Background: an optimization exercise with open tools, aiming at small area and few clock cycles per item. Do not read the settings as production practice.
Only simulation tests tie the RTL to the original design; equivalence was not proved.
Power and IR drop assume default switching activity.

$ cat design/flow/design.v
module cell_hist_accum #(
  parameter int IMAGE_WIDTH        = 64,
  parameter int IMAGE_HEIGHT       = 480,
  parameter int CELL_ROW_PIXELS    = 8,
  parameter int CELL_COLUMN_PIXELS = 8,
  parameter int BIN_WIDTH          = 14,
  parameter int BINS               = 9,
  parameter int MAG_WIDTH          = 8,
  parameter int HISTOGRAM_WIDTH    = BIN_WIDTH*(BINS+1)
) (
  input  logic                       clk,
  input  logic                       rst,
  input  logic                       in_valid,
  output logic                       in_ready,
  input  logic [3:0]                 bin_index,
  input  logic [MAG_WIDTH-1:0]       magnitude,
  output logic                       out_valid,
  input  logic                       out_ready,
  output logic [HISTOGRAM_WIDTH-1:0] cell_histogram,
  output logic                       out_last
);
  function automatic logic [13:0] radd(input logic [13:0] a, input logic [13:0] b);
    logic c;
    c = 1'b0;
    for (int i = 0; i < 14; i++) begin
      radd[i] = a[i] ^ b[i] ^ c;
      c = (a[i] & b[i]) | (a[i] & c) | (b[i] & c);
    end
  endfunction
  logic [5:0]  ph;         
  logic [2:0]  cx, px;     
  logic [2:0]  yl;         
  logic [5:0]  yr;         
  logic [7:0]  pending;    
  logic [2:0]  cap_col;    
  logic accept, acc_last;
  logic first_row, last_row, frame_end;
  assign first_row = (yl == 3'd0);
  assign last_row  = (yl == 3'd7);
  assign frame_end = last_row && (yr == 6'd59) && (cx == 3'd7);
  assign in_ready = (ph[5:3] == cx) && ((px != 3'd7) || (ph[2:0] == 3'd7)) &&
                    !((px == 3'd0) && first_row && pending[cx]);
  assign accept   = in_valid && in_ready && !rst;
  assign acc_last = accept && (px == 3'd7);
  always_ff @(posedge clk) begin
    if (rst) begin
      ph <= 6'd57;
      cx <= '0; px <= '0; yl <= '0; yr <= '0;
    end else begin
      ph <= ph + 6'd1;
      if (accept) begin
        px <= px + 3'd1;
        if (px == 3'd7) begin
          cx <= cx + 3'd1;
          if (cx == 3'd7) begin
            yl <= yl + 3'd1;
            if (yl == 3'd7) yr <= (yr == 6'd59) ? 6'd0 : yr + 6'd1;
          end
        end
      end
    end
  end
  logic [13:0] ra [64];
  logic        pv, dv;     
  logic [3:0]  pq, dq;     
  logic [8:0]  pm;         
  logic [7:0]  dm;
  logic [3:0]  nq;
  logic        nv, same;
  logic [7:0]  hc, hd;
  logic [8:0]  addend [8];
  assign nv   = accept && !bin_index[3];
  assign nq   = {1'b0, bin_index[2:0]} + {1'b0, ph[2:0]};
  assign same = nv && !nq[0] && pv && pq[0] && (nq == pq + 4'd1);
  always_ff @(posedge clk) begin
    pv <= nv;
    pq <= nq;
    pm <= same ? 9'(radd({6'd0, magnitude}, {6'd0, pm[7:0]})) : {1'b0, magnitude};
    dv <= pv && pq[0];
    dq <= pq;
    dm <= pm[7:0];
  end
  always_comb begin
    for (int i = 0; i < 8; i++) begin
      hc[i] = pv && !pq[0] && (pq[3:1] == 3'(i));
      hd[i] = dv && (dq[3:1] + 3'd1 == 3'(i));
      addend[i] = hc[i] ? pm : (hd[i] ? {1'b0, dm} : 9'd0);
    end
  end
  logic [5:0] gph;
  logic [2:0] gc;
  logic       clr;
  assign gph = ph + 6'd7;
  assign gc  = gph[5:3];
  assign clr = !pending[gc] && !((gc == cx) && (px != 3'd0)) &&
               ((gc < cx) ? last_row : first_row);
  logic [13:0] wsum [8];
  for (genvar i = 0; i < 8; i++) begin : g_add
    cell_hist_add u_add (.a(ra[2*i]), .b(addend[i]), .s(wsum[i]));
  end
  always_ff @(posedge clk) begin
    ra[0] <= clr ? 14'd0 : ra[63];
    for (int i = 0; i < 8; i++) begin
      ra[2*i+1] <= wsum[i];
      if (i < 7) ra[2*i+2] <= ra[2*i+1];
    end
    for (int s = 16; s < 64; s++)
      ra[s] <= ra[s-1];
  end
  logic [10:0] r8, r8_next;
  logic [1:0]  r8s [8];    
  logic        r8_mask;    
  logic        bcy;        
  logic [1:0]  rb [64];
  logic [2:0]  bsum;
  assign r8_next = 11'(radd({3'd0, (accept && px == 3'd0) ? 11'd0 : r8},
                            (accept && bin_index == 4'd8) ? {6'd0, magnitude} : 14'd0));
  always_ff @(posedge clk) begin
    r8 <= r8_next;
    if (acc_last) begin
      for (int k = 0; k < 5; k++) r8s[k] <= r8_next[2*k +: 2];
      r8s[5] <= {1'b0, r8_next[10]};
      r8s[6] <= 2'b00;
      r8s[7] <= {1'b0, frame_end};
    end else begin
      for (int k = 0; k < 7; k++) r8s[k] <= r8s[k+1];
      r8s[7] <= 2'b00;
    end
    if (ph[2:0] == 3'd7) r8_mask <= acc_last && first_row;
  end
  assign bsum = (r8_mask ? 3'd0 : {1'b0, rb[63]}) + {1'b0, r8s[0]} +
                {2'b00, bcy && (ph[2:0] != 3'd0)};
  always_ff @(posedge clk) begin
    bcy   <= bsum[2];
    rb[0] <= bsum[1:0];
    for (int s = 1; s < 64; s++) rb[s] <= rb[s-1];
  end
  logic [13:0] oa [8];
  logic [1:0]  ob [8];
  logic [13:0] tot;
  logic        o_fill;
  logic        start, shift;
  logic [2:0]  k;
  logic [13:0] bterm;
  assign k     = ph[2:0];
  assign start = (k == 3'd0) && pending[cap_col] && (ph[5:3] == cap_col + 3'd2) &&
                 (!out_valid || out_ready);
  assign shift = start || o_fill;
  assign bterm = 14'(rb[7]) << (2*k);
  always_ff @(posedge clk) begin
    if (rst) begin
      pending   <= '0;
      cap_col   <= '0;
      o_fill    <= 1'b0;
      out_valid <= 1'b0;
    end else begin
      if (acc_last && last_row) pending[cx] <= 1'b1;
      if (start) begin
        pending[cap_col] <= 1'b0;
        cap_col <= cap_col + 3'd1;
      end
      o_fill <= start || (o_fill && (k != 3'd7));
      if (o_fill && (k == 3'd7)) out_valid <= 1'b1;
      else if (out_ready)        out_valid <= 1'b0;
    end
  end
  always_ff @(posedge clk) begin
    if (shift) begin
      oa[0] <= ra[22];
      for (int i = 1; i < 8; i++) oa[i] <= oa[i-1];
      ob[7] <= rb[7];
      for (int i = 0; i < 7; i++) ob[i] <= ob[i+1];
      tot <= ((k == 3'd0) ? 14'd0 : tot) + ra[22] + bterm;
    end
  end
  always_comb begin
    for (int b = 0; b < 8; b++) cell_histogram[14*b +: 14] = oa[b];
    for (int i = 0; i < 7; i++) cell_histogram[112 + 2*i +: 2] = ob[i];
    cell_histogram[126 +: 14] = tot;
  end
  assign out_last = ob[7][0];
endmodule
module cell_hist_add (
  input  logic [13:0] a,
  input  logic [8:0]  b,
  output logic [13:0] s
);
  logic [14:0] c;
  always_comb begin
    c[0] = 1'b0;
    for (int i = 0; i < 14; i++) begin
      s[i]   = a[i] ^ (i < 9 ? b[i] : 1'b0) ^ c[i];
      c[i+1] = (a[i] & (i < 9 ? b[i] : 1'b0)) | (a[i] & c[i]) | ((i < 9 ? b[i] : 1'b0) & c[i]);
    end
  end
endmodule
$ cat design/flow/flow/run.sh
#!/bin/bash
# The standard layout (standard.sh, unchanged synthesis, floorplan, power grid and
# routing), with two changes: the port buffers are the smallest buffer cell, and
# clock tree synthesis inserts no dummy loads.
set -euo pipefail
export BUFFER_PORTS_ARGS="-buffer_cell sky130_fd_sc_hd__buf_1"
export CTS_ARGS="-sink_clustering_enable -repair_clock_nets -dont_use_dummy_load -buf_list sky130_fd_sc_hd__clkbuf_8 -sink_clustering_size 18 -sink_clustering_max_diameter 50"
bash standard.sh > standard.log 2>&1
$ cat design/flow/standard.sh
#!/bin/bash
# synth_recipe.tcl (not shown) runs the flow's synth.tcl, then flattens the netlist and writes it again
# the make line also repeats each setting of config.mk as NAME=value (left out here)
make -C /OpenROAD-flow-scripts/flow DESIGN_CONFIG=/design/flow/config.mk WORK_HOME=/design/flow/orfs CLKGATE_MAP_FILE= SYNTH_SCRIPT=/design/flow/synth_recipe.tcl "${@:-finish}"
$ cat design/flow/config.mk
export PLATFORM = sky130hd
export DESIGN_NAME = cell_hist_accum
export DESIGN_NICKNAME = cell_hist_accum
export VERILOG_FILES = /design/flow/design.v
export SDC_FILE = /design/flow/constraint.sdc
export NUM_CORES = 4
export LEC_CHECK = 0
export CAP_MARGIN = 20
export CORE_MARGIN = 2
export CORE_UTILIZATION = 65
export SLEW_MARGIN = 20
export SYNTH_HIERARCHICAL = 1
$ cat design/flow/constraint.sdc
create_clock -name core_clock -period 6.0 [get_ports {clk}]
set_input_delay 1.2000 -clock core_clock [delete_from_list [all_inputs] [get_ports {clk}]]
set_output_delay 1.2000 -clock core_clock [all_outputs]
set_load 0.01 [all_outputs]
==> flow_summary_export.csv, run 1 <==
group,metric,value,unit
drt,vias,13840,
drt,drc_errors,0,
cts,cts_sinks,1252,
power_and_ir_drop,p_per_area,346.8,nW/um^2
critical_path,required,6.57,ns
die,die_w,228.4,um
critical_path,worst-path-max-fanout,8,
synthesis,syn_area,32730,um^2
critical_path,cp_common_cell,"fa_1",
global_routing,antenna_found_initial,0,
cts,cts_tree,"built",
power_and_ir_drop,p_total,12260,uW
die,start_util,65.50,%
sta,setup_viol,0,
power_and_ir_drop,clockPowerShare,29.3,%
sta,max_freq,175.1,MHz
die,io_pins,159,
critical_path,cp_num_buf_inv,0,
synthesis,ys_seq_elements,1252,
synthesis,syn_inst,1928,
sta,post-route-period-util,95.17,%
synthesis,synth_edf_count,143,
final_layout,n_antenna_cell,0,
critical_path,path_delay_family,"adder cells",
drt,wirelength,47380,um
sta,slew_headroom,27.63,%
place,portBuffers,158,
final_layout,area_delta_synth_final,8.040,%
sta,whs,0.2682,ns
power_and_ir_drop,leakage,0.01439,uW
critical_path,worstPathArrival,6.28,ns
synthesis,syn_avg_cell_area,16.97,um^2
global_routing,grt_max_degree,73,
die,fp.dieH,228.4,um
sta,hold_violations,0,
outcome,status,"finished clean",
drt,dr.pass1.iters,5,
cts,post-cts-setup-buffer-count,0,
synthesis,synth_flop_cell,"dfxtp_1",
place,hpwl,30870,um
power_and_ir_drop,power_switching,2406,uW
synthesis,ys_seq_area_share,80.96,%
cts,cts_buffers,89,
global_routing,grt-ovfl-total,0,
power_and_ir_drop,p_int,9857,uW
die,num_rows,82,
cts,clk_latency,0.68,ns
critical_path,cpPeakStageDelay,0.53,ns
synthesis,async_reset_ff_share,0,%
cts,cts_buffer_depth,3,
power_and_ir_drop,switching_share,19.62,%
sta,rsz0062_at_grt,"false",
cts,h-tree-depth,3,
global_routing,grt_pass1_wl,76780,um
sta,setup_tns,0,ns
synthesis,synthesis.nets,2123,
sta,skew,0.06947,ns
final_layout,mostFrequentLayoutCell,"dfxtp_1",
power_and_ir_drop,seqPwrFrac,69.3,%
sta,slew_viol_final,0,
final_layout,final_cell_mix,"1,109 x dfxtp_1, 158 x buf_1, 143 x edfxtp_1, 95 x fa_1, 89 x clkbuf_8",
critical_path,start_kind,"register",
global_routing,track_usage,18.91,%
cts,hold_buffers,0,
cts,cts.clk_slew.worst_paths,0.10,ns
drt,drt-initial-drc-count,649,
critical_path,slowest_stage,"or3b_2",
flow_run,cap_violations,0,
final_layout,drive_gt1_share,6.503,%
die,core_area,49970,um^2
drt,wl_per_cell,16.77,um
synthesis,ys_warn_count,21,
critical_path,critPathCaptureType,"register",
die,die-area,52160,um^2
sta,worstMarginPinSlew,1.076,ns
critical_path,setup.worst_path.class,"register to register",
worst_hold_path,hp-class,"register to register",
sta,layout_min_cycle_time,5.710,ns
global_routing,grt_pass1_vias,14340,
synthesis,ys_types,56,
critical_path,crit_path_cell_trace,"or3b_2, nor3_2, nor3_1, a22o_1, ha_1, fa_1, fa_1, fa_1, fa_1, fa_1, fa_1, fa_1, fa_1, ha_1, ha_1, ha_1, ha_1, xor2_1",
cts,clock-root-buffer,"clkbuf_8",
power_and_ir_drop,p_comb_share,1.3,%
power_and_ir_drop,peakVddDrop,283.4,uV
drt,ant_nets,0,
place,place_congestion,0.8456,
drt,viasPerCell,4.898,
final_layout,nNetsFinal,2350,
-- repair_timing --
| item | CTS | global route |
|---|---|---|
| gates resized for setup | 0 | 1 |
| hold endpoints to repair | 0 | 0 |
| setup endpoints to repair | 0 | 2 |
-- Yosys stat by module, one instance, submodules excluded --
module           area (um^2)  copies in the design  cells inside
cell_hist_accum        30880                     1          1816
cell_hist_add          231.5                     8            14
-- area by class of cell --
type | instances | area, um^2
fillers | 3286 | 14610
clock buffers | 89 | 1225
inverters | 40 | 150.1
well taps | 672 | 840.8
repair buffers | 175 | 733.2
multi-input cells | 597 | 5914
flip-flops and latches | 1252 | 26500
-- power by group through the flow --
stage / Combinational (uW) / Sequential [uW] / Clock [uW]
3_5_place_dp: 165 / 8690 / 0
2_1_floorplan: 130 / 8670 / 0
6_report: 165 / 8500 / 3600
4_1_cts: 167 / 8500 / 3740
3_3_place_gp: 161 / 8690 / 0
5_1_grt: 185 / 8510 / 4040
-- final timing paths --
check             startpoint         end  slack, ns  depth (start not counted)
hold reg to reg   ra[16][11]  ra[17][11]       0.27                          0
hold / removal    ra[16][11]  ra[17][11]       0.27                          0
setup reg to reg       pq[0]   ra[1][13]       0.29                         18
setup / recovery       pq[0]   ra[1][13]       0.29                         18
-- flip-flops by register name, summed over array words and instances, names as in the netlist, 4 cells and up --
name,count
ra,896
rb,128
oa,112
ob,16
tot,14
r8s,13
r8,11
pm,9
dm,8
pending,8
ph,6
yr,6
pq,4
-- cell families (layout without fill, tap and decap cells) --
kind of cell    Yosys count  after routing  share of synthesized area [%]
buf+inv                  79            304                          1.005
mux                      33             33                          1.273
compound gates          126            126                          2.913
xor+xnor                 48             48                          1.307
flops                  1252           1252                          80.96
simple gates            211            211                          3.521
fa+ha+maj               179            179                          9.022
-- synth_stat cells, types with 4 or more instances --
| cell type | instances | area [um^2] |
|---|---|---|
| edfxtp_1 | 143 | 4294 |
| nand4_1 | 4 | 25.02 |
| a211oi_1 | 8 | 60.06 |
| xnor2_1 | 22 | 192.7 |
| nor4_1 | 4 | 25.02 |
| o21ai_0 | 15 | 75.07 |
| a41oi_1 | 5 | 43.79 |
| inv_1 | 40 | 150.1 |
| ha_1 | 84 | 1051 |
| or3_1 | 4 | 25.02 |
| a21oi_1 | 17 | 85.08 |
| nor2_1 | 43 | 161.4 |
| and2_1 | 52 | 325.3 |
| nand2_1 | 32 | 120.1 |
| fa_1 | 95 | 1902 |
| mux4_2 | 4 | 90.09 |
| nor3_1 | 18 | 90.09 |
| buf_1 | 15 | 56.30 |
| mux2i_1 | 12 | 120.1 |
| mux2_2 | 16 | 180.2 |
| nand3_1 | 9 | 45.04 |
| buf_2 | 8 | 40.04 |
| xor2_1 | 25 | 219.0 |
| clkbuf_1 | 13 | 48.80 |
| o31ai_1 | 4 | 30.03 |
| nand2b_1 | 20 | 125.1 |
| dfxtp_1 | 1109 | 22200 |
| a22o_1 | 64 | 560.5 |
-- metal layers --
| metal | global-route usage (%) | part of all wire [%] | up-vias |
|---|---|---|---|
| met5 | 0 | 0 | - |
| met4 | 5.739 | 2.1 | 0 |
| met1 | 27.26 | 48 | 6747 |
| met2 | 28.80 | 45 | 259 |
| met3 | 4.603 | 5.2 | 77 |
| li1 | - | - | 6753 |
-- per-stage QoR --
step / cells / cell area [um^2] / utilization (%) / setup WS (ns)
after global placement: 2736 / 34130 / 68.30 / 0.3310
after CTS: 2825 / 35350 / 70.75 / 0.1087
final: 2825 / 35360 / 70.77 / 0.2900
after global routing: 2825 / 35360 / 70.77 / 0.009117
after detailed placement: 2736 / 34130 / 68.30 / 0.1378
after floorplan: 1928 / 32730 / - / 0.1738
Testbench counts, summed over its fixed seeds: cycles 491,712, pixels 491,520.
==> run 2, diff against run 1 <==
==> design/flow/flow/run.sh (replaced) <==
#!/bin/bash
# The standard layout (standard.sh, unchanged synthesis, floorplan, power grid and
# routing), with two changes: the port buffers are the smallest buffer cell, and
# clock tree synthesis inserts no dummy loads.
set -euo pipefail
export BUFFER_PORTS_ARGS="-buffer_cell sky130_fd_sc_hd__buf_1"
export CTS_ARGS="-sink_clustering_enable -repair_clock_nets -dont_use_dummy_load -buf_list sky130_fd_sc_hd__clkbuf_16 -sink_clustering_size 30 -sink_clustering_max_diameter 60"
bash standard.sh > standard.log 2>&1
==> run 2 against run 1 <==
Compared with the run above:
- critical endpoint is now ra[11][13]
- die area unchanged
- via count fell by 1.1%
- wire length increased by 0.19%
- flip-flop and latch count did not move
- utilization rose by 0.31 points
- final cell count shrank 1.1%
- critical path type unchanged
- still clean
- first-iteration DRC count is 5.2% higher
- cell area up 0.44%
- count of clock-buffer cells in the layout fell by 34
- clock skew up 0.017 ns
==> flow_summary_export.csv, run 2 <==
group,metric,value,unit
die,num_rows,82,
sta,post-route-period-util,95.52,%
cts,cts_buffers,55,
sta,rsz0062_at_grt,"false",
cts,clk_latency,0.64,ns
critical_path,cp_common_cell,"fa_1",
synthesis,synth_edf_count,143,
die,io_pins,159,
synthesis,async_reset_ff_share,0,%
synthesis,synthesis.nets,2123,
flow_run,cap_violations,0,
final_layout,final_cell_mix,"1,109 x dfxtp_1, 158 x buf_1, 143 x edfxtp_1, 95 x fa_1, 84 x ha_1",
worst_hold_path,hp-class,"register to register",
synthesis,synth_top_area_cell,"dfxtp_1",
drt,vias,13690,
die,die-area,52160,um^2
synthesis,yosysMostFrequentCell,"dfxtp_1",
power_and_ir_drop,peakVddDrop,232.0,uV
sta,hold_violations,0,
final_layout,largest_reg_flops,896,
die,fp.dieH,228.4,um
synthesis,synth_area_leaders,"dfxtp_1 68%, edfxtp_1 13%, fa_1 5.8%",
critical_path,path_delay_family,"adder cells",
cts,hold_buffers,0,
cts,h-tree-depth,2,
power_and_ir_drop,leakage,0.01443,uW
power_and_ir_drop,p_per_area,354.0,nW/um^2
drt,viasPerCell,4.900,
global_routing,grt-ovfl-total,0,
synthesis,syn_avg_cell_area,16.97,um^2
final_layout,area_delta_synth_final,8.518,%
cts,cts_tree,"built",
die,die_w,228.4,um
global_routing,grt_pass1_vias,14110,
drt,wirelength,47470,um
cts,cts_buffer_depth,3,
sta,slew_headroom,26.30,%
synthesis,synth_top_cells_by_count,"1,109 x dfxtp_1, 143 x edfxtp_1, 95 x fa_1",
die,core_area,49970,um^2
final_layout,largest_register,"ra",
synthesis,ys_seq_elements,1252,
critical_path,reg2reg_from,"pq[0]",
critical_path,start_kind,"register",
worst_hold_path,min_from,"rb[62][1]",
cts,cts_sinks,1252,
critical_path,worstPathArrival,6.21,ns
global_routing,track_usage,18.78,%
sta,skew,0.08612,ns
final_layout,drive_gt1_share,5.002,%
synthesis,ys_warn_count,21,
final_layout,largestRegisters,"ra (896), rb (128), oa (112)",
sta,worstMarginPinSlew,1.095,ns
sta,slew_viol_final,0,
place,hpwl,30870,um
final_layout,seqCellArea,26500,um^2
synthesis,ys_types,56,
outcome,status,"finished clean",
synthesis,syn_inst,1928,
critical_path,worst-path-max-fanout,10,
critical_path,crit_path_cell_trace,"nand3b_1, nor2_2, nor3_1, a22o_1, ha_1, fa_1, fa_1, fa_1, fa_1, fa_1, fa_1, fa_1, fa_1, ha_1, ha_1, ha_1, ha_1, xor2_1",
synthesis,syn_area,32730,um^2
drt,dr.pass1.iters,5,
drt,ant_nets,0,
final_layout,mostFrequentLayoutCell,"dfxtp_1",
critical_path,cp-startpoint,"pq[0]",
critical_path,setup.worst_path.class,"register to register",
critical_path,critPathCaptureType,"register",
final_layout,fillers,3266,
power_and_ir_drop,p_total,12570,uW
final_layout,nNetsFinal,2316,
drt,drt-initial-drc-count,683,
place,place_congestion,0.8456,
final_layout,multi_input_area,5914,um^2
synthesis,synth_flop_cell,"dfxtp_1",
cts,clock-root-buffer,"clkbuf_16",
drt,wl_per_cell,17.00,um
global_routing,antenna_found_initial,0,
sta,setup_tns,0,ns
die,start_util,65.50,%
place,portBuffers,158,
drt,drc_errors,0,
sta,setup_viol,0,
sta,layout_min_cycle_time,5.731,ns
critical_path,cpPeakStageDelay,0.40,ns
critical_path,cp_num_buf_inv,0,
synthesis,synth_top_area_share,67.84,%
critical_path,slowest_stage,"fa_1",
sta,max_freq,174.5,MHz
critical_path,required,6.48,ns
synthesis,ys_seq_area_share,80.96,%
global_routing,grt_pass1_wl,76480,um
global_routing,grt_max_degree,73,
cts,cts.clk_slew.worst_paths,0.10,ns
[run 2: cell types whose count changed in the layout (fill, tap and decap cells not counted), sizes merged]
cell	change
clkbuf	-34
diode	+2
[run 2: area by class of cell]
class	instances	area share, %
Antenna cell	2	0.01409
Clock buffer	55	3.875
Inverter	40	0.4228
Multi-Input combinational cell	597	16.65
Sequential cell	1252	74.60
Tap cell	672	2.367
Timing Repair Buffer	175	2.064
[run 2: repair_timing]
item	4_1_cts	5_1_grt
setup buffers	0	0
setup endpoints to repair	0	2
gates resized for setup	0	1
[run 2: layer usage]
metal / part of all wire [%] / GRT usage, %
met1: 48 / 27.34
met2: 45 / 29.22
met3: 4.9 / 4.004
met4: 2.0 / 4.677
met5: 0 / 0
[run 2: path summary, 6_finish.rpt]
check	to	slack, ns	cells past startpoint
max	ra[11][13]	0.27	18
min reg2reg	rb[63][1]	0.27	0
min	rb[63][1]	0.27	0
max reg2reg	ra[11][13]	0.27	18
[run 2: stage by stage]
step	area, um^2	util [%]	hold WS [ns]	setup WS, ns	instances
final	35520	71.08	0.2699	0.2689	2793
after global routing	35510	71.07	0.2702	0.006340	2791
after CTS	35500	71.05	0.2738	0.08245	2791
after detailed placement	34130	68.30	0.3121	0.1378	2736
after global placement	34130	68.30	0.3096	0.3310	2736
after floorplan	32730	-	0.3096	0.1738	1928
[run 2: modules after synthesis (local to each module, per instance)]
module,flip-flops and latches,times used
cell_hist_add,0,8
cell_hist_accum,1252,1
[run 2: report_power, final]
group	total, uW	internal [uW]	switching, uW	leakage (uW)
Combinational	167	67.7	99.2	0.00342
Clock	3900	1640	2270	0.000678
Sequential	8500	8460	43.2	0.0103
Total	12600	10200	2410	0.0144
[run 2: cell families (layout without fill, tap and decap cells)]
kind of cell	count (synthesis)	after routing	synth area share, %
other	0	2	0
AOI/OAI and AO/OA	126	126	2.913
xor gates and xnor gates	48	48	1.307
and+or+nand+nor	211	211	3.521
adders and majority gates	179	179	9.022
DFF	1252	1252	80.96
buffers and inverters	79	270	1.005
muxes	33	33	1.273
[run 2: worst reg2reg max path: stages, from the launching register on]
cell and delay [ns]:
dfxtp_1 0.35, nand3b_1 0.26, nor2_2 0.39, nor3_1 0.23, a22o_1 0.23, ha_1 0.19
fa_1 0.38, fa_1 0.38, fa_1 0.38, fa_1 0.38, fa_1 0.39, fa_1 0.39
fa_1 0.40, fa_1 0.39, ha_1 0.20, ha_1 0.19, ha_1 0.18, ha_1 0.19
xor2_1 0.16
==> run 3, diff against run 2 <==
==> design/flow/flow/run.sh (replaced) <==
#!/bin/bash
# The standard layout (standard.sh, unchanged synthesis, floorplan, power grid and
# routing), with two changes: the port buffers are the smallest buffer cell, and
# clock tree synthesis inserts no dummy loads.
set -euo pipefail
export BUFFER_PORTS_ARGS="-buffer_cell sky130_fd_sc_hd__buf_1"
export CTS_ARGS="-sink_clustering_enable -repair_clock_nets -dont_use_dummy_load -buf_list sky130_fd_sc_hd__clkbuf_4 -sink_clustering_size 10 -sink_clustering_max_diameter 35"
bash standard.sh > standard.log 2>&1
==> run 3 against run 2 <==
Compared with the run above:
- critical endpoint unchanged
- count of clock-buffer cells in the layout is 106 higher
- clock power is 9.0% lower
- area after synthesis stayed put
- utilization is 0.33 points lower
- largest cell class unchanged
- highest routed layer unchanged
- still clean
- flip-flop and latch count stayed put
==> flow_summary_export.csv, run 3 <==
group,metric,value,unit
outcome,status,"finished clean",
drt,wirelength,47730,um
synthesis,synth_top_cells_by_count,"1,109 x dfxtp_1, 143 x edfxtp_1, 95 x fa_1",
final_layout,mostFrequentLayoutCell,"dfxtp_1",
place,place_congestion,0.8456,
critical_path,start_kind,"register",
final_layout,area_delta_synth_final,8.021,%
synthesis,synth_top_area_cell,"dfxtp_1",
final_layout,largest_reg_flops,896,
final_layout,final_cell_mix,"1,109 x dfxtp_1, 161 x clkbuf_4, 158 x buf_1, 143 x edfxtp_1, 95 x fa_1",
global_routing,antenna_found_initial,2,
sta,slew_viol_final,0,
synthesis,synth_flop_cell,"dfxtp_1",
synthesis,synth_area_leaders,"dfxtp_1 68%, edfxtp_1 13%, fa_1 5.8%",
critical_path,worstPathArrival,6.51,ns
synthesis,ys_seq_elements,1252,
cts,cts_buffers,161,
final_layout,drive_gt1_share,9.528,%
place,hpwl,30870,um
sta,skew,0.07338,ns
critical_path,required,6.83,ns
cts,clock-root-buffer,"clkbuf_4",
sta,rsz0062_at_grt,"false",
drt,ant_nets,0,
global_routing,grt_pass1_wl,78230,um
sta,max_freq,175.9,MHz
synthesis,syn_area,32730,um^2
global_routing,grt_max_degree,73,
die,start_util,65.50,%
sta,setup_viol,0,
synthesis,ys_seq_area_share,80.96,%
worst_hold_path,hp-class,"register to register",
final_layout,largestRegisters,"ra (896), rb (128), oa (112)",
critical_path,cp.depth,18,
critical_path,path_delay_family,"adder cells",
cts,cts.clk_slew.worst_paths,0.09,ns
drt,drc_errors,0,
power_and_ir_drop,leakage,0.01449,uW
cts,cts_tree,"built",
die,die_w,228.4,um
drt,wl_per_cell,16.45,um
power_and_ir_drop,peakVddDrop,221.0,uV
critical_path,crit_path_cell_trace,"nand3b_1, nor2_2, nor3_1, a22o_1, ha_1, fa_1, fa_1, fa_1, fa_1, fa_1, fa_1, fa_1, fa_1, ha_1, ha_1, ha_1, ha_1, xor2_1",
critical_path,worst-path-max-fanout,10,
final_layout,fillers,3360,
power_and_ir_drop,p_per_area,345.4,nW/um^2
critical_path,setup.worst_path.class,"register to register",
die,die-area,52160,um^2
cts,clk_latency,0.97,ns
critical_path,cp_num_buf_inv,0,
synthesis,ys_warn_count,21,
sta,post-route-period-util,94.73,%
synthesis,synth_edf_count,143,
drt,dr.pass1.iters,4,
die,num_rows,82,
sta,worstMarginPinSlew,1.128,ns
critical_path,critPathCaptureType,"register",
die,io_pins,159,
critical_path,reg2reg_depth,18,
final_layout,largest_register,"ra",
drt,vias,14220,
synthesis,synthesis.nets,2123,
cts,post-cts-setup-buffer-count,0,
critical_path,cp_common_cell,"fa_1",
die,fp.dieH,228.4,um
synthesis,syn_avg_cell_area,16.97,um^2
synthesis,synth_top_area_share,67.84,%
worst_hold_path,hold_depth,0,
sta,hold_violations,0,
critical_path,cpPeakStageDelay,0.39,ns
final_layout,nNetsFinal,2422,
cts,cts_buffer_depth,3,
place,portBuffers,158,
global_routing,grt-ovfl-total,0,
cts,h-tree-depth,4,
cts,cts_sinks,1252,
drt,viasPerCell,4.902,
drt,drt-initial-drc-count,603,
synthesis,ys_types,56,
die,core_area,49970,um^2
sta,layout_min_cycle_time,5.684,ns
sta,setup_tns,0,ns
critical_path,slowest_stage,"fa_1",
synthesis,syn_inst,1928,
synthesis,async_reset_ff_share,0,%
sta,slew_headroom,24.08,%
flow_run,cap_violations,0,
global_routing,track_usage,19.49,%
global_routing,grt_pass1_vias,14980,
synthesis,yosysMostFrequentCell,"dfxtp_1",
sta,whs,0.2810,ns
## run 3: through the flow
stage | setup slack, ns | instances | cell area [um^2] | total power [uW] | utilization (%)
floorplan | 0.1738 | 1928 | 32730 | 8795 | -
global placement | 0.3310 | 2736 | 34130 | 8852 | 68.30
detailed placement | 0.1378 | 2736 | 34130 | 8858 | 68.30
CTS | 0.1455 | 2897 | 35330 | 12390 | 70.72
global route | 0.05634 | 2899 | 35350 | 12770 | 70.74
finish | 0.3162 | 2901 | 35350 | 12210 | 70.75
## run 3: per-module statistics from Yosys (local to each module, per instance)
module           cells  copies in the design  cell area, um^2  flops+latches
cell_hist_add       14                     8            231.5              0
cell_hist_accum   1816                     1            30880           1252
## run 3: final cells by class
class / count / area [um^2] / area share [%]
inverters: 40 / 150.1 / 0.4247
well taps: 672 / 840.8 / 2.378
flip-flops and latches: 1252 / 26500 / 74.95
repair buffers: 175 / 733.2 / 2.074
diodes: 4 / 10.01 / 0.02831
clock buffers: 161 / 1209 / 3.419
multi-input cells: 597 / 5914 / 16.73
## run 3: worst paths after layout
check	start	endpoint	slack (ns)
worst min register to register	ra[9][11]	ra[10][11]	0.28
worst max register to register	pq[0]	ra[11][13]	0.32
worst min-delay path	ra[9][11]	ra[10][11]	0.28
worst max-delay path	pq[0]	ra[11][13]	0.32
## run 3: what timing repair did
| action | 4_1_cts | 5_1_grt |
|---|---|---|
| hold buffers | 0 | 0 |
| resized for setup | 0 | 1 |
| endpoints found under the setup margin | 0 | 2 |
## run 3: metal layers
metal	up-vias	routed length [um]	global-route usage (%)
met1	6867	22370	27.08
met3	89	2693	5.664
met5	-	0	0
met4	0	1041	8.415
met2	302	21620	28.93
li1	6964	-	-
## run 3: worst register-to-register path, delay by kind of cell, from the launching register on
| family | cells | cell delay [ns] |
|---|---|---|
| adder cells (fa/ha/maj) | 13 | 3.99 |
| AND/OR/NAND/NOR | 3 | 0.87 |
| flip-flops | 1 | 0.34 |
| AO/OA/AOI/OAI | 1 | 0.23 |
| XOR/XNOR | 1 | 0.16 |
## run 3: kinds of logic after synthesis
logic type	Yosys count	share of synthesized area (%)
AO/OA/AOI/OAI	126	2.913
multiplexers	33	1.273
buffers and inverters	79	1.005
adder cells (fa/ha/maj)	179	9.022
flip-flops	1252	80.96
XOR/XNOR	48	1.307
AND/OR/NAND/NOR	211	3.521
## run 3: report_power, final
group / switching, uW / internal [uW]
sequential: 43.3 / 8460
clock: 2310 / 1240
combinational: 97.8 / 67.3
total: 2450 / 9760
==> run 4, diff against run 3 <==
--- a/design/flow/config.mk
+++ b/design/flow/config.mk
@@ -7,6 +7,7 @@
 export LEC_CHECK = 0
 export CAP_MARGIN = 20
 export CORE_MARGIN = 2
-export CORE_UTILIZATION = 65
+export CORE_UTILIZATION = 55
+export GPL_TIMING_DRIVEN = 0
 export SLEW_MARGIN = 20
 export SYNTH_HIERARCHICAL = 1
==> run 4 against run 3 <==
Compared with the run above:
- register-to-register slack got worse by 0.17 ns
- largest power group unchanged
- final cell count rose by 4.6%
- power rose by 0.41%
- clock skew rose by 0.038 ns
- sequential share of layout area fell by 0.77 points
- critical path type unchanged
- area after synthesis did not move
- sequential power barely moved
- die area rose by 18%
- flip-flop and latch count did not move
- largest cell class unchanged
- setup slack got worse by 0.17 ns
- count of clock-buffer cells in the layout rose by 3
==> flow_summary_export.csv, run 4 <==
group,metric,value,unit
die,die-area,61470,um^2
flow_run,cap_violations,0,
final_layout,largestRegisters,"ra (896), rb (128), oa (112)",
cts,cts_tree,"built",
cts,hold_buffers,0,
global_routing,met1_usage,22.62,%
drt,drc_errors,0,
sta,post-route-period-util,97.57,%
synthesis,syn_area,32730,um^2
global_routing,grt_pass1_vias,14940,
sta,hold_violations,0,
sta,slew_headroom,24.21,%
sta,max_freq,170.8,MHz
global_routing,antenna_found_initial,2,
die,core_area,58910,um^2
drt,vias,14250,
final_layout,fillers,4518,
critical_path,critPathCaptureType,"register",
outcome,status,"finished clean",
power_and_ir_drop,leakage,0.01457,uW
synthesis,synth_top_cells_by_count,"1,109 x dfxtp_1, 143 x edfxtp_1, 95 x fa_1",
cts,clock-root-buffer,"clkbuf_4",
drt,dr.pass1.iters,5,
worst_hold_path,min_from,"ra[1][6]",
global_routing,met3_usage,4.779,%
cts,clk_latency,0.97,ns
drt,drt-initial-drc-count,585,
final_layout,final_cell_mix,"1,106 x dfxtp_1, 172 x buf_1, 164 x clkbuf_4, 143 x edfxtp_1, 95 x fa_1",
cts,cts.clk_slew.worst_paths,0.09,ns
sta,whs,0.2731,ns
synthesis,ys_seq_elements,1252,
critical_path,required,6.82,ns
final_layout,mostFrequentLayoutCell,"dfxtp_1",
global_routing,grt_max_degree,52,
critical_path,reg2reg_from,"pq[0]",
critical_path,worst-path-max-fanout,10,
power_and_ir_drop,peakVddDrop,258.4,uV
synthesis,synth_area_leaders,"dfxtp_1 68%, edfxtp_1 13%, fa_1 5.8%",
die,start_util,55.56,%
cts,cts_sinks,1252,
synthesis,synth_top_area_cell,"dfxtp_1",
final_layout,nNetsFinal,2453,
place,place_congestion,0.7800,
sta,setup_viol,0,
power_and_ir_drop,p_per_area,343.2,nW/um^2
synthesis,synth_edf_count,143,
drt,viasPerCell,4.699,
sta,skew,0.1119,ns
critical_path,cp-startpoint,"pq[0]",
drt,ant_nets,0,
cts,cts_buffers,164,
drt,wirelength,47870,um
place,portBuffers,157,
global_routing,busiest_layer,"met2",
synthesis,synth_flop_cell,"dfxtp_1",
critical_path,worstPathArrival,6.67,ns
sta,rsz0062_at_grt,"true",
cts,cts_buffer_depth,3,
die,num_rows,89,
synthesis,syn_avg_cell_area,16.97,um^2
global_routing,track_usage,16.46,%
sta,setup_tns,0,ns
critical_path,setup.worst_path.class,"register to register",
final_layout,largest_register,"ra",
synthesis,ys_warn_count,21,
die,die_w,247.9,um
synthesis,ys_seq_area_share,80.96,%
global_routing,use_met2,24.32,%
place,hpwl,31150,um
synthesis,async_reset_ff_share,0,%
sta,slew_viol_final,0,
die,fp.dieH,247.9,um
final_layout,area_delta_synth_final,9.160,%
sta,worstMarginPinSlew,1.128,ns
final_layout,drive_gt1_share,10.28,%
drt,wl_per_cell,15.78,um
synthesis,yosysMostFrequentCell,"dfxtp_1",
global_routing,grt_pass1_wl,77660,um
synthesis,ys_types,56,
final_layout,utilization,60.65,%
cts,h-tree-depth,4,
final_layout,largest_reg_flops,896,
synthesis,synthesis.nets,2123,
critical_path,start_kind,"register",
die,io_pins,159,
synthesis,syn_inst,1928,
synthesis,synth_top_area_share,67.84,%
sta,layout_min_cycle_time,5.854,ns
global_routing,grt-ovfl-total,0,
critical_path,r2r_slack,0.15,ns
worst_hold_path,hp-class,"register to register",
-- run 4: Yosys stat by module (local to each module, per instance) --
| module | times used | area [um^2] | flops+latches | cells |
|---|---|---|---|---|
| cell_hist_accum | 1 | 30880 | 1252 | 1816 |
| cell_hist_add | 8 | 231.5 | 0 | 14 |
-- run 4: critical path, cell delays in order, from the launching register on --
cell      delay [ns]
dfxtp_1         0.35
nand3b_1        0.46
nor2_4          0.41
nor3_4          0.11
a22o_1          0.20
ha_1            0.19
fa_1            0.39
fa_1            0.39
fa_1            0.40
fa_1            0.39
fa_1            0.40
fa_1            0.41
fa_1            0.41
fa_1            0.38
ha_1            0.19
ha_1            0.18
ha_1            0.18
ha_1            0.18
xor2_1          0.15
-- run 4: final timing paths --
path                     end  cells after the start
hold / removal      ra[2][6]                      0
setup / recovery  ra[11][13]                     18
setup reg to reg  ra[11][13]                     18
hold reg to reg     ra[2][6]                      0
-- run 4: cells by family after synthesis --
| group | synth area share [%] |
|---|---|
| mux | 1.273 |
| simple gates | 3.521 |
| flops | 80.96 |
| buf+inv | 1.005 |
| xor+xnor | 1.307 |
| fa+ha+maj | 9.022 |
| compound gates | 2.913 |
-- run 4: final cells by class --
cell class	instances	area, um^2	share of cell area (%)
sequential	1252	26500	74.17
multi-input combinational	597	6006	16.81
clock buffer	164	1231	3.446
tap	773	967.2	2.707
timing repair buffer	166	689.4	1.930
buffer	37	172.7	0.4833
inverter	40	150.1	0.4203
antenna	4	10.01	0.02802
-- run 4: metrics by stage --
step / instances / area (um^2) / setup WS (ns) / power, uW
5_1_grt: 3031 / 35720 / -0.04056 / 12840
6_report: 3033 / 35730 / 0.1459 / 12260
4_1_cts: 3026 / 35660 / -0.04743 / 12470
2_1_floorplan: 1928 / 32730 / 0.1738 / 8795
3_3_place_gp: 2858 / 34280 / -0.5300 / 8850
3_5_place_dp: 2860 / 34350 / -0.5624 / 8857
-- run 4: what timing repair did --
item | CTS | global route
buffers inserted | 3 | 4
endpoints found under the setup margin | 28 | 21
gates resized for setup | 15 | 12
pin swaps | 3 | 3
-- run 4: metal layers --
layer  up-vias  wire length, um
met5         -                0
met4         0             1392
met3       115             2074
met2       257            21200
met1      6856            23210
li1       7025                -
-- run 4: power by group --
group | switching (uW) | internal [uW]
registers | 30.6 | 8460
logic | 116 | 68.4
clock network | 2330 | 1260
total | 2480 | 9780
==> run 5, diff against run 4 <==
--- a/design/flow/config.mk
+++ b/design/flow/config.mk
@@ -7,7 +7,6 @@
 export LEC_CHECK = 0
 export CAP_MARGIN = 20
 export CORE_MARGIN = 2
-export CORE_UTILIZATION = 55
-export GPL_TIMING_DRIVEN = 0
+export CORE_UTILIZATION = 70
 export SLEW_MARGIN = 20
 export SYNTH_HIERARCHICAL = 1
==> run 5 against run 4 <==
Compared with the run above:
- register-to-register slack gained 0.12 ns
- cell area shrank 1.4%
- first-iteration DRC count grew 10%
- global-route usage grew 4.5 points
- critical path type unchanged
- largest cell class unchanged
- largest power group unchanged
- highest routed layer unchanged
==> flow_summary_export.csv, run 5 <==
group,metric,value,unit
synthesis,ys_seq_elements,1252,
cts,hold_buffers,0,
critical_path,required,6.85,ns
synthesis,ys_types,56,
sta,post-route-period-util,95.55,%
synthesis,ys_warn_count,21,
power_and_ir_drop,p_per_area,345.3,nW/um^2
cts,cts.clk_slew.worst_paths,0.09,ns
global_routing,grt_max_degree,64,
critical_path,start_kind,"register",
drt,ant_nets,0,
power_and_ir_drop,leakage,0.01446,uW
synthesis,ys_seq_area_share,80.96,%
synthesis,synth_top_area_share,67.84,%
critical_path,worstPathArrival,6.59,ns
critical_path,path_delay_family,"adder cells",
cts,cts_buffers,155,
sta,rsz0062_at_grt,"false",
sta,slew_viol_final,0,
synthesis,synth_mux_area_share,1.273,%
synthesis,yosysMostFrequentCell,"dfxtp_1",
power_and_ir_drop,peakVddDrop,273.1,uV
sta,setup_tns,0,ns
final_layout,nNetsFinal,2415,
global_routing,grt_pass1_wl,76670,um
final_layout,utilization,75.98,%
synthesis,synth_area_leaders,"dfxtp_1 68%, edfxtp_1 13%, fa_1 5.8%",
global_routing,grt_pass1_vias,14980,
place,place_congestion,0.8706,
cts,post-cts-setup-buffer-count,0,
sta,max_freq,174.4,MHz
sta,slew_headroom,27.54,%
drt,viasPerCell,5.020,
cts,cts_sinks,1252,
place,place_ws,0.1193,ns
synthesis,synth_top_family_by_area,"adder cells",
die,start_util,70.60,%
cts,clk_latency,1.00,ns
die,core_area,46360,um^2
die,io_pins,159,
synthesis,yosys.area_share.xor_xnor,1.307,%
critical_path,critPathCaptureType,"register",
cts,cts_tree,"built",
final_layout,final_cell_mix,"1,109 x dfxtp_1, 158 x buf_1, 155 x clkbuf_4, 143 x edfxtp_1, 95 x fa_1",
synthesis,synth-simple-area-share,3.521,%
final_layout,largest_register,"ra",
synthesis,synthesis.nets,2123,
synthesis,synth_adder_area_share,9.022,%
synthesis,async_reset_ff_share,0,%
critical_path,cp_num_buf_inv,0,
critical_path,setup.worst_path.class,"register to register",
place,portBuffers,158,
synthesis,synth_flop_cell,"dfxtp_1",
die,die_w,220.2,um
drt,vias,14210,
synthesis,syn_area,32730,um^2
cts,clock-root-buffer,"clkbuf_4",
worst_hold_path,hp-class,"register to register",
synthesis,synth_edf_count,143,
sta,worstMarginPinSlew,1.077,ns
drt,drc_errors,0,
synthesis,syn_inst,1928,
die,fp.dieH,220.2,um
sta,setup_slack,0.2670,ns
drt,drt-initial-drc-count,646,
final_layout,largest_reg_flops,896,
global_routing,track_usage,20.99,%
final_layout,drive_gt1_share,9.243,%
sta,skew,0.1189,ns
die,num_rows,79,
sta,setup_viol,0,
critical_path,cpPeakStageDelay,0.41,ns
sta,hold_violations,0,
power_and_ir_drop,p_total,12160,uW
global_routing,grt-ovfl-total,0,
final_layout,mostFrequentLayoutCell,"dfxtp_1",
synthesis,syn_avg_cell_area,16.97,um^2
flow_run,cap_violations,0,
global_routing,antenna_found_initial,1,
synthesis,synth_top_cells_by_count,"1,109 x dfxtp_1, 143 x edfxtp_1, 95 x fa_1",
synthesis,synth_top_area_cell,"dfxtp_1",
die,die-area,48500,um^2
critical_path,cp_common_cell,"fa_1",
drt,dr.pass1.iters,6,
critical_path,cp.depth,18,
final_layout,largestRegisters,"ra (896), rb (128), oa (112)",
drt,wl_per_cell,16.94,um
critical_path,reg2reg_depth,18,
cts,h-tree-depth,4,
worst_hold_path,hold_depth,0,
final_layout,area_delta_synth_final,7.619,%
critical_path,crit_path_cell_trace,"nand3b_1, nor2_2, nor3_1, a22o_1, ha_1, fa_1, fa_1, fa_1, fa_1, fa_1, fa_1, fa_1, fa_1, ha_1, ha_1, ha_1, ha_1, xor2_1",
critical_path,slowest_stage,"dfxtp_1",
synthesis,synth_compound_area_share,2.913,%
place,hpwl,31260,um
sta,layout_min_cycle_time,5.733,ns
outcome,status,"finished clean",
cts,cts_buffer_depth,3,
drt,wirelength,47940,um
critical_path,worst-path-max-fanout,10,
run 5: what timing repair did:
action / 4_1_cts / 5_1_grt
setup endpoints to repair: 0 / 2
gates resized for setup: 0 / 1
endpoints found under the hold margin: 0 / 0
run 5: Yosys stat by module, one instance, submodules excluded:
module	flip-flops and latches	cells inside	area (um^2)
cell_hist_accum	1252	1816	30880
cell_hist_add	0	14	231.5
run 5: final cells by class:
cell class / count / area (um^2)
multi-input combinational: 597 / 5914
inverter: 40 / 150.1
clock buffer: 155 / 1164
tap: 607 / 759.5
timing repair buffer: 174 / 725.7
fill: 2794 / 11140
antenna: 5 / 12.51
sequential: 1252 / 26500
run 5: worst paths after layout:
kind             from         end  slack [ns]
min reg2reg  ra[5][1]    ra[6][1]        0.27
max reg2reg     pq[3]  ra[11][13]        0.27
max             pq[3]  ra[11][13]        0.27
min          ra[5][1]    ra[6][1]        0.27
run 5: metal layers:
| layer | vias up | GRT usage, % | routed length [um] |
|---|---|---|---|
| met5 | - | 0 | 0 |
| met4 | 0 | 8.926 | 1297 |
| met3 | 98 | 6.364 | 2554 |
| met2 | 324 | 31.39 | 21610 |
| met1 | 6844 | 28.86 | 22480 |
| li1 | 6941 | - | - |
run 5: stage by stage:
stage                     hold slack, ns  area, um^2  std cells
after detailed placement          0.3121       34040       2670
after global routing              0.2797       35210       2826
final                             0.2716       35220       2830
after CTS                         0.2683       35200       2825
after global placement            0.3096       34040       2670
after floorplan                   0.3096       32730       1928
run 5: where the power goes:
part	switching (uW)	leakage (uW)	internal (uW)
clock	2310	0.000713	1190
combinational	98.0	0.00341	67.4
sequential	43.4	0.0103	8460
run 5: logic make-up (layout without fill, tap and decap cells):
logic type / count (synthesis) / in the layout
flops: 1252 / 1252
fa+ha+maj: 179 / 179
other cells: 0 / 5
simple gates: 211 / 211
xor+xnor: 48 / 48
buf+inv: 79 / 369
compound gates: 126 / 126
mux: 33 / 33
==> run 6, diff against run 5 <==
==> design/flow/flow/run.sh (replaced) <==
#!/bin/bash
# The standard layout (standard.sh, unchanged synthesis, floorplan, power grid and
# routing), with two changes: the port buffers are the smallest buffer cell, and
# clock tree synthesis inserts no dummy loads.
set -euo pipefail
export BUFFER_PORTS_ARGS="-buffer_cell sky130_fd_sc_hd__buf_1"
export CTS_ARGS="-sink_clustering_enable -repair_clock_nets -dont_use_dummy_load -buf_list sky130_fd_sc_hd__clkbuf_4 -sink_clustering_size 12 -sink_clustering_max_diameter 32"
bash standard.sh > standard.log 2>&1
==> run 6 against run 5 <==
Compared with the run above:
- still clean
- sequential power is essentially flat
- clock skew shrank 0.021 ns
- global-route usage is essentially flat
==> flow_summary_export.csv, run 6 <==
group,metric,value,unit
cts,hold_buffers,0,
critical_path,reg2reg_from,"pv",
drt,wl_per_cell,16.99,um
drt,drt-initial-drc-count,654,
synthesis,synth_top_cells_by_count,"1,109 x dfxtp_1, 143 x edfxtp_1, 95 x fa_1",
cts,cts.clk_slew.worst_paths,0.10,ns
drt,wirelength,48030,um
die,die_w,220.2,um
final_layout,mostFrequentLayoutCell,"dfxtp_1",
die,start_util,70.60,%
critical_path,setup.worst_path.class,"register to register",
place,hpwl,31260,um
synthesis,ys_seq_elements,1252,
synthesis,yosysMostFrequentCell,"dfxtp_1",
final_layout,largest_reg_flops,896,
cts,clock-root-buffer,"clkbuf_4",
critical_path,crit_path_cell_trace,"or3b_2, nor2_1, nor3_1, a22o_1, ha_1, fa_1, fa_1, fa_1, fa_1, fa_1, fa_1, fa_1, fa_1, ha_1, ha_1, ha_1, ha_1, xor2_1",
critical_path,cp_num_buf_inv,0,
critical_path,reg2reg_depth,18,
sta,slew_headroom,26.13,%
final_layout,fillers,2811,
critical_path,cp.depth,18,
worst_hold_path,hp-class,"register to register",
cts,cts_sinks,1252,
power_and_ir_drop,leakage,0.01444,uW
global_routing,track_usage,20.95,%
synthesis,ys_types,56,
synthesis,ys_seq_area_share,80.96,%
synthesis,synth_flop_cell,"dfxtp_1",
cts,clk_latency,1.01,ns
synthesis,ys_warn_count,21,
synthesis,syn_inst,1928,
synthesis,synth_area_leaders,"dfxtp_1 68%, edfxtp_1 13%, fa_1 5.8%",
critical_path,endpoint,"ra[7][13]",
sta,max_freq,174.5,MHz
sta,worstMarginPinSlew,1.098,ns
cts,cts_resized,0,
synthesis,async_reset_ff_share,0,%
sta,setup_tns,0,ns
die,io_pins,159,
final_layout,largestRegisters,"ra (896), rb (128), oa (112)",
cts,post-cts-setup-buffer-count,0,
final_layout,finalInstanceArea,35200,um^2
final_layout,nNetsFinal,2412,
synthesis,syn_area,32730,um^2
critical_path,r2r-end,"ra[7][13]",
synthesis,synth_top_area_share,67.84,%
critical_path,cp_common_cell,"fa_1",
global_routing,antenna_found_initial,1,
drt,viasPerCell,5.040,
cts,cts_tree,"built",
flow_run,cap_violations,0,
power_and_ir_drop,p_total,12150,uW
synthesis,synth_edf_count,143,
die,fp.dieH,220.2,um
outcome,status,"finished clean",
final_layout,final_cell_mix,"1,109 x dfxtp_1, 158 x buf_1, 152 x clkbuf_4, 143 x edfxtp_1, 95 x fa_1",
drt,drc_errors,0,
critical_path,r2r_slack,0.27,ns
critical_path,cp-startpoint,"pv",
cts,cts_buffer_depth,3,
worst_hold_path,hold_depth,0,
global_routing,grt-ovfl-total,0,
sta,rsz0062_at_grt,"false",
sta,slew_viol_final,0,
critical_path,worst-path-max-fanout,8,
sta,hold_violations,0,
place,portBuffers,158,
sta,setup_viol,0,
drt,vias,14240,
power_and_ir_drop,peakVddDrop,267.2,uV
final_layout,seqCellArea,26500,um^2
final_layout,multi_input_area,5914,um^2
critical_path,path_delay_family,"adder cells",
drt,dr.pass1.iters,5,
global_routing,grt_max_degree,64,
final_layout,largest_register,"ra",
global_routing,grt_pass1_vias,14940,
global_routing,grt_pass1_wl,76450,um
synthesis,synth_top_area_cell,"dfxtp_1",
critical_path,worstPathArrival,6.56,ns
drt,ant_nets,0,
cts,h-tree-depth,4,
cts,cts_buffers,152,
place,dpl_cell_area,34040,um^2
critical_path,start_kind,"register",
die,die-area,48500,um^2
sta,skew,0.09815,ns
synthesis,syn_avg_cell_area,16.97,um^2
critical_path,slowest_stage,"or3b_2",
final_layout,area_delta_synth_final,7.543,%
die,num_rows,79,
sta,post-route-period-util,95.53,%
sta,layout_min_cycle_time,5.732,ns
die,core_area,46360,um^2
critical_path,cpPeakStageDelay,0.51,ns
final_layout,drive_gt1_share,9.120,%
synthesis,synthesis.nets,2123,
place,place_congestion,0.8706,
critical_path,required,6.83,ns
power_and_ir_drop,p_per_area,345.1,nW/um^2
critical_path,critPathCaptureType,"register",
==> run 6: changes by cell type in the layout (fill, tap and decap cells not counted), sizes merged <==
cell,delta
clkbuf,-3
diode,-1
==> run 6: kinds of logic after synthesis <==
| group | after synthesis | share of synthesized area, % |
|---|---|---|
| and+or+nand+nor | 211 | 3.521 |
| buffers and inverters | 79 | 1.005 |
| AOI/OAI and AO/OA | 126 | 2.913 |
| xor gates and xnor gates | 48 | 1.307 |
| DFF | 1252 | 80.96 |
| adders and majority gates | 179 | 9.022 |
| muxes | 33 | 1.273 |
==> run 6: worst min path at each step <==
stage | start | to | slack, ns
floorplan | ra[9][0] | ra[10][0] | 0.31
global placement | ra[19][3] | ra[20][3] | 0.31
detailed placement | ra[45][11] | ra[46][11] | 0.31
CTS | ra[18][10] | ra[19][10] | 0.27
global route | ra[3][1] | ra[4][1] | 0.28
finish | ra[3][1] | ra[4][1] | 0.27
==> run 6: Yosys stat by module (local to each module, per instance) <==
module	copies in the design	area, um^2	flip-flops and latches	cells
cell_hist_accum	1	30880	1252	1816
cell_hist_add	8	231.5	0	14
==> run 6: layer usage <==
metal | track usage (%) | up-vias | share of wire (%)
met5 | 0 | - | 0
met4 | 9.284 | 0 | 2.9
met3 | 6.186 | 102 | 5.2
met2 | 31.25 | 325 | 45
met1 | 28.82 | 6889 | 47
li1 | - | 6927 | -
==> run 6: through the flow <==
step / utilization (%) / setup WS (ns) / hold WS, ns / std cells
after floorplan: - / 0.1738 / 0.3096 / 1928
after global placement: 73.42 / 0.3335 / 0.3096 / 2670
after detailed placement: 73.42 / 0.1193 / 0.3121 / 2670
after CTS: 75.88 / 0.1374 / 0.2664 / 2822
after global routing: 75.91 / 0.01906 / 0.2754 / 2823
final: 75.92 / 0.2680 / 0.2700 / 2826
==> run 6: layout make-up <==
cell class | instances | area share (%)
multi-input combinational | 597 | 16.80
tap | 607 | 2.158
antenna | 4 | 0.02844
timing repair buffer | 174 | 2.062
clock buffer | 152 | 3.242
inverter | 40 | 0.4266
sequential | 1252 | 75.28
==> run 6: power by group <==
group / internal (uW) / switching, uW / total (uW) / leakage (uW)
Combinational: 67.5 / 98.3 / 166 / 0.00341
Sequential: 8460 / 43.6 / 8500 / 0.0103
Clock: 1170 / 2310 / 3480 / 0.000699
==> run 7, diff against run 6 <==
==> design/flow/flow/run.sh (replaced) <==
#!/bin/bash
# The standard layout (standard.sh, unchanged synthesis, floorplan, power grid and
# routing), with two changes: the port buffers are the smallest buffer cell, and
# clock tree synthesis inserts no dummy loads.
set -euo pipefail
export BUFFER_PORTS_ARGS="-buffer_cell sky130_fd_sc_hd__buf_1"
export CTS_ARGS="-sink_clustering_enable -repair_clock_nets -dont_use_dummy_load -buf_list sky130_fd_sc_hd__clkbuf_4 sky130_fd_sc_hd__clkbuf_8 -sink_clustering_size 12 -sink_clustering_max_diameter 40"
bash standard.sh > standard.log 2>&1
==> run 7 against run 6 <==
Compared with the run above:
- the flow now stops in clock tree synthesis
- synthesized cell count unchanged
- area after synthesis stayed put
==> flow_summary_export.csv, run 7 <==
group,metric,value,unit
outcome,status,"did not finish",
outcome,last-stage-reached,"clock tree synthesis",
outcome,error_line,"[ERROR STA-0564] clock_tree_synthesis positional arguments not supported.",
synthesis,ys_warn_count,21,
place,portBuffers,158,
synthesis,synth_edf_count,143,
synthesis,synth_top_area_share,67.84,%
synthesis,ys_types,56,
synthesis,syn_inst,1928,
die,num_rows,79,
synthesis,synth_flop_cell,"dfxtp_1",
synthesis,synth_adder_area_share,9.022,%
synthesis,synth_compound_area_share,2.913,%
place,place_congestion,0.8706,
synthesis,ys_seq_elements,1252,
synthesis,synth_top_family_by_area,"adder cells",
place,hpwl,31260,um
die,die_w,220.2,um
synthesis,syn_area,32730,um^2
die,start_util,70.60,%
synthesis,yosysMostFrequentCell,"dfxtp_1",
die,io_pins,159,
synthesis,syn_avg_cell_area,16.97,um^2
synthesis,ys_seq_area_share,80.96,%
synthesis,synth_top_area_cell,"dfxtp_1",
synthesis,synth_top_cells_by_count,"1,109 x dfxtp_1, 143 x edfxtp_1, 95 x fa_1",
place,dp_cells,2670,
synthesis,async_reset_ff_share,0,%
synthesis,synth_area_leaders,"dfxtp_1 68%, edfxtp_1 13%, fa_1 5.8%",
synthesis,yosys.area_share.xor_xnor,1.307,%
synthesis,synth-simple-area-share,3.521,%
synthesis,synthesis.nets,2123,
die,fp.dieH,220.2,um
synthesis,synth_mux_area_share,1.273,%
-- run 7: cell counts after synthesis --
No cell type changed its count.
-- run 7: power by group through the flow --
| stage | combinational, uW | clock (uW) | sequential (uW) |
|---|---|---|---|
| detailed placement | 164 | 0 | 8690 |
| floorplan | 130 | 0 | 8670 |
| global placement | 159 | 0 | 8690 |
-- run 7: logic make-up after synthesis --
kind of cell | count (synthesis)
AOI/OAI and AO/OA | 126
xor gates and xnor gates | 48
adders and majority gates | 179
buffers and inverters | 79
DFF | 1252
muxes | 33
and+or+nand+nor | 211
-- run 7: how the worst min path moves through the flow --
stage                       to  cells after the start        from
global placement     ra[20][3]                      0   ra[19][3]
detailed placement  ra[46][11]                      0  ra[45][11]
floorplan            ra[10][0]                      0    ra[9][0]
-- run 7: through the flow --
step | setup WS (ns) | instance area, um^2 | hold WS, ns
2_1_floorplan | 0.1738 | 32730 | 0.3096
3_3_place_gp | 0.3335 | 34040 | 0.3096
3_5_place_dp | 0.1193 | 34040 | 0.3121
-- run 7: Yosys stat by module, one instance, submodules excluded --
module	cells	copies in the design	cell area [um^2]	flops+latches
cell_hist_accum	1816	1	30880	1252
cell_hist_add	14	8	231.5	0
==> run 8, diff against run 7 <==
==> design/flow/flow/run.sh (replaced) <==
#!/bin/bash
# The standard layout (standard.sh, unchanged synthesis, floorplan, power grid and
# routing), with two changes: the port buffers are the smallest buffer cell, and
# clock tree synthesis inserts no dummy loads.
set -euo pipefail
export BUFFER_PORTS_ARGS="-buffer_cell sky130_fd_sc_hd__buf_1"
export CTS_ARGS="-sink_clustering_enable -repair_clock_nets -dont_use_dummy_load -buf_list sky130_fd_sc_hd__clkbuf_4 -sink_clustering_size 13 -sink_clustering_max_diameter 30"
bash standard.sh > standard.log 2>&1
==> run 8 against run 7 <==
Compared with the run above:
- the run now finishes clean
- area after synthesis is the same
- synthesized cell count stayed put
==> flow_summary_export.csv, run 8 <==
group,metric,value,unit
critical_path,start_kind,"register",
outcome,status,"finished clean",
drt,wl_per_cell,17.00,um
critical_path,cp-startpoint,"pq[3]",
synthesis,synth_flop_cell,"dfxtp_1",
synthesis,ys_types,56,
cts,clk_latency,0.98,ns
critical_path,worstPathArrival,6.61,ns
final_layout,multi_input_area,5914,um^2
final_layout,nNetsFinal,2414,
final_layout,seqCellArea,26500,um^2
cts,post-cts-setup-buffer-count,0,
synthesis,syn_inst,1928,
die,io_pins,159,
cts,cts.clk_slew.worst_paths,0.12,ns
power_and_ir_drop,p_comb_share,1.4,%
power_and_ir_drop,peakVddDrop,267.5,uV
cts,cts_buffers,154,
drt,wl_met3,2512,um
die,num_rows,79,
global_routing,antenna_found_initial,1,
synthesis,synth_edf_count,143,
final_layout,drive_gt1_share,9.202,%
sta,slew_headroom,25.98,%
die,die_w,220.2,um
worst_hold_path,min_from,"ra[18][10]",
place,dpl_cell_area,34040,um^2
drt,dr.pass1.iters,5,
drt,met2_length,21570,um
synthesis,yosysMostFrequentCell,"dfxtp_1",
global_routing,grt_pass1_wl,76180,um
final_layout,largest_reg_flops,896,
cts,cts_buffer_depth,3,
sta,setup_tns,0,ns
global_routing,grt_pass1_vias,14960,
worst_hold_path,hp-class,"register to register",
power_and_ir_drop,p_int,9709,uW
global_routing,grt-ovfl-total,0,
power_and_ir_drop,p_per_area,345.4,nW/um^2
sta,layout_min_cycle_time,5.758,ns
synthesis,synth_top_area_cell,"dfxtp_1",
drt,wl_met1,22600,um
final_layout,mostFrequentLayoutCell,"dfxtp_1",
final_layout,final_cell_mix,"1,109 x dfxtp_1, 158 x buf_1, 154 x clkbuf_4, 143 x edfxtp_1, 95 x fa_1",
drt,drc_errors,0,
global_routing,track_usage,20.87,%
synthesis,syn_area,32730,um^2
critical_path,reg2reg_from,"pq[3]",
cts,cts_tree,"built",
drt,wirelength,48040,um
die,start_util,70.60,%
final_layout,largest_register,"ra",
power_and_ir_drop,clockPowerShare,28.7,%
final_layout,finalInstanceArea,35200,um^2
final_layout,utilization,75.94,%
sta,hold_violations,0,
place,portBuffers,158,
critical_path,worst-path-max-fanout,10,
place,place_congestion,0.8706,
critical_path,setup.worst_path.class,"register to register",
sta,skew,0.09487,ns
synthesis,ys_warn_count,21,
place,hpwl,31260,um
synthesis,synthesis.nets,2123,
drt,viasPerCell,5.024,
power_and_ir_drop,leakage,0.01445,uW
cts,cts_sinks,1252,
die,fp.dieH,220.2,um
global_routing,grt_max_degree,64,
die,core_area,46360,um^2
sta,worstMarginPinSlew,1.100,ns
sta,max_freq,173.7,MHz
synthesis,synth_top_area_share,67.84,%
drt,routed.top_layer,"met4",
final_layout,largestRegisters,"ra (896), rb (128), oa (112)",
power_and_ir_drop,switching_share,20.14,%
critical_path,critPathCaptureType,"register",
critical_path,required,6.86,ns
final_layout,fillers,2801,
drt,vias,14190,
sta,setup_slack,0.2423,ns
sta,post-route-period-util,95.96,%
flow_run,cap_violations,0,
final_layout,area_delta_synth_final,7.566,%
power_and_ir_drop,seqPwrFrac,69.9,%
sta,rsz0062_at_grt,"false",
place,place_ws,0.1193,ns
cts,clock-root-buffer,"clkbuf_4",
synthesis,ys_seq_elements,1252,
drt,drt-initial-drc-count,644,
drt,ant_nets,0,
synthesis,syn_avg_cell_area,16.97,um^2
synthesis,ys_seq_area_share,80.96,%
sta,slew_viol_final,0,
cts,hold_buffers,0,
die,die-area,48500,um^2
power_and_ir_drop,power_switching,2449,uW
synthesis,synth_top_cells_by_count,"1,109 x dfxtp_1, 143 x edfxtp_1, 95 x fa_1",
synthesis,synth_area_leaders,"dfxtp_1 68%, edfxtp_1 13%, fa_1 5.8%",
synthesis,async_reset_ff_share,0,%
cts,h-tree-depth,4,
sta,setup_viol,0,
==> run 8: area by class of cell <==
cell class,count,share of cell area [%]
sequential,1252,75.26
multi-input combinational,597,16.80
clock buffer,154,3.284
tap,607,2.157
timing repair buffer,174,2.061
inverter,40,0.4265
antenna,1,0.007108
==> run 8: metrics by stage <==
step / cells / power [uW] / hold WS [ns]
after floorplan: 1928 / 8795 / 0.3096
after global placement: 2670 / 8851 / 0.3096
after detailed placement: 2670 / 8857 / 0.3121
after CTS: 2824 / 12300 / 0.2560
after global routing: 2825 / 12650 / 0.2508
final: 2825 / 12160 / 0.2515
==> run 8: power groups by stage <==
stage	combinational, uW	sequential (uW)	clock [uW]
6_report	166	8500	3490
5_1_grt	185	8510	3950
4_1_cts	166	8500	3640
3_5_place_dp	164	8690	0
3_3_place_gp	159	8690	0
2_1_floorplan	130	8670	0
==> run 8: worst max-delay path, cell delays in order (launching register included) <==
cell and delay, ns:
dfxtp_1 0.41, nand3b_1 0.20, nor2_2 0.39, nor3_1 0.24, a22o_1 0.24, ha_1 0.19
fa_1 0.38, fa_1 0.39, fa_1 0.38, fa_1 0.38, fa_1 0.39, fa_1 0.40
fa_1 0.39, fa_1 0.38, ha_1 0.19, ha_1 0.18, ha_1 0.18, ha_1 0.18
xor2_1 0.16
==> run 8: modules after synthesis, one instance, submodules excluded <==
| module | flops+latches | cell area [um^2] | cells |
|---|---|---|---|
| cell_hist_accum | 1252 | 30880 | 1816 |
| cell_hist_add | 0 | 231.5 | 14 |
==> run 8: timing repair <==
item	in CTS	in global routing
setup endpoints to repair	0	2
gates resized for setup	0	1
hold endpoints to repair	0	0
==> run 8: logic make-up after synthesis <==
| kind of cell | share of synthesized area, % |
|---|---|
| buffers and inverters | 1.005 |
| adders and majority gates | 9.022 |
| AOI/OAI and AO/OA | 2.913 |
| muxes | 1.273 |
| and+or+nand+nor | 3.521 |
| DFF | 80.96 |
| xor gates and xnor gates | 1.307 |
==> run 8: worst paths after layout <==
path	slack (ns)	endpoint	cells past startpoint
hold reg to reg	0.25	ra[19][10]	0
setup reg to reg	0.24	ra[11][13]	18
setup / recovery	0.24	ra[11][13]	18
hold / removal	0.25	ra[19][10]	0
==> run 8: per-layer routing <==
metal	vias up	track usage [%]
li1	6926	-
met3	92	5.210
met2	325	31.34
met4	0	10.69
met1	6850	28.58
met5	-	0

==> separate check: timing with driven ports <==
The results above use ideal ports. As a check the final layouts listed here were re-extracted and re-timed, cells and wires unchanged.
Step 1: set_driving_cell puts a clkbuf_16 on clk and a buf_2 on each other input, an assumption about the parent block.
Step 2 times the ports against the registers' clock, not the clock port: input delays grow and output delays shrink by t, the midpoint of the rising clock arrivals with the driver on.
Slacks: no drivers / after step 1 / after step 2; pairs: no drivers / after step 1.
run	t (ns)	setup WS [ns]	worst setup path after step 2	clock arrival spread, ns
run 1	0.709	0.290 / 0.290 / 0.290	register to register	0.075 / 0.075
run 2	0.659	0.269 / 0.269 / 0.269	register to register	0.090 / 0.089
run 3	0.994	0.316 / 0.316 / 0.316	register to register	0.079 / 0.079
run 4	0.973	0.146 / 0.146 / 0.143	input to register	0.114 / 0.114
run 5	0.993	0.267 / 0.267 / 0.267	register to register	0.119 / 0.119
run 6	1.010	0.268 / 0.268 / 0.268	register to register	0.100 / 0.101
run 8	0.994	0.242 / 0.242 / 0.242	register to register	0.108 / 0.109
After both steps every run listed still meets setup and hold. The setup slack of run 4, which loses most, moves by 0.000 ns with the drivers and by -0.003 ns with both steps.
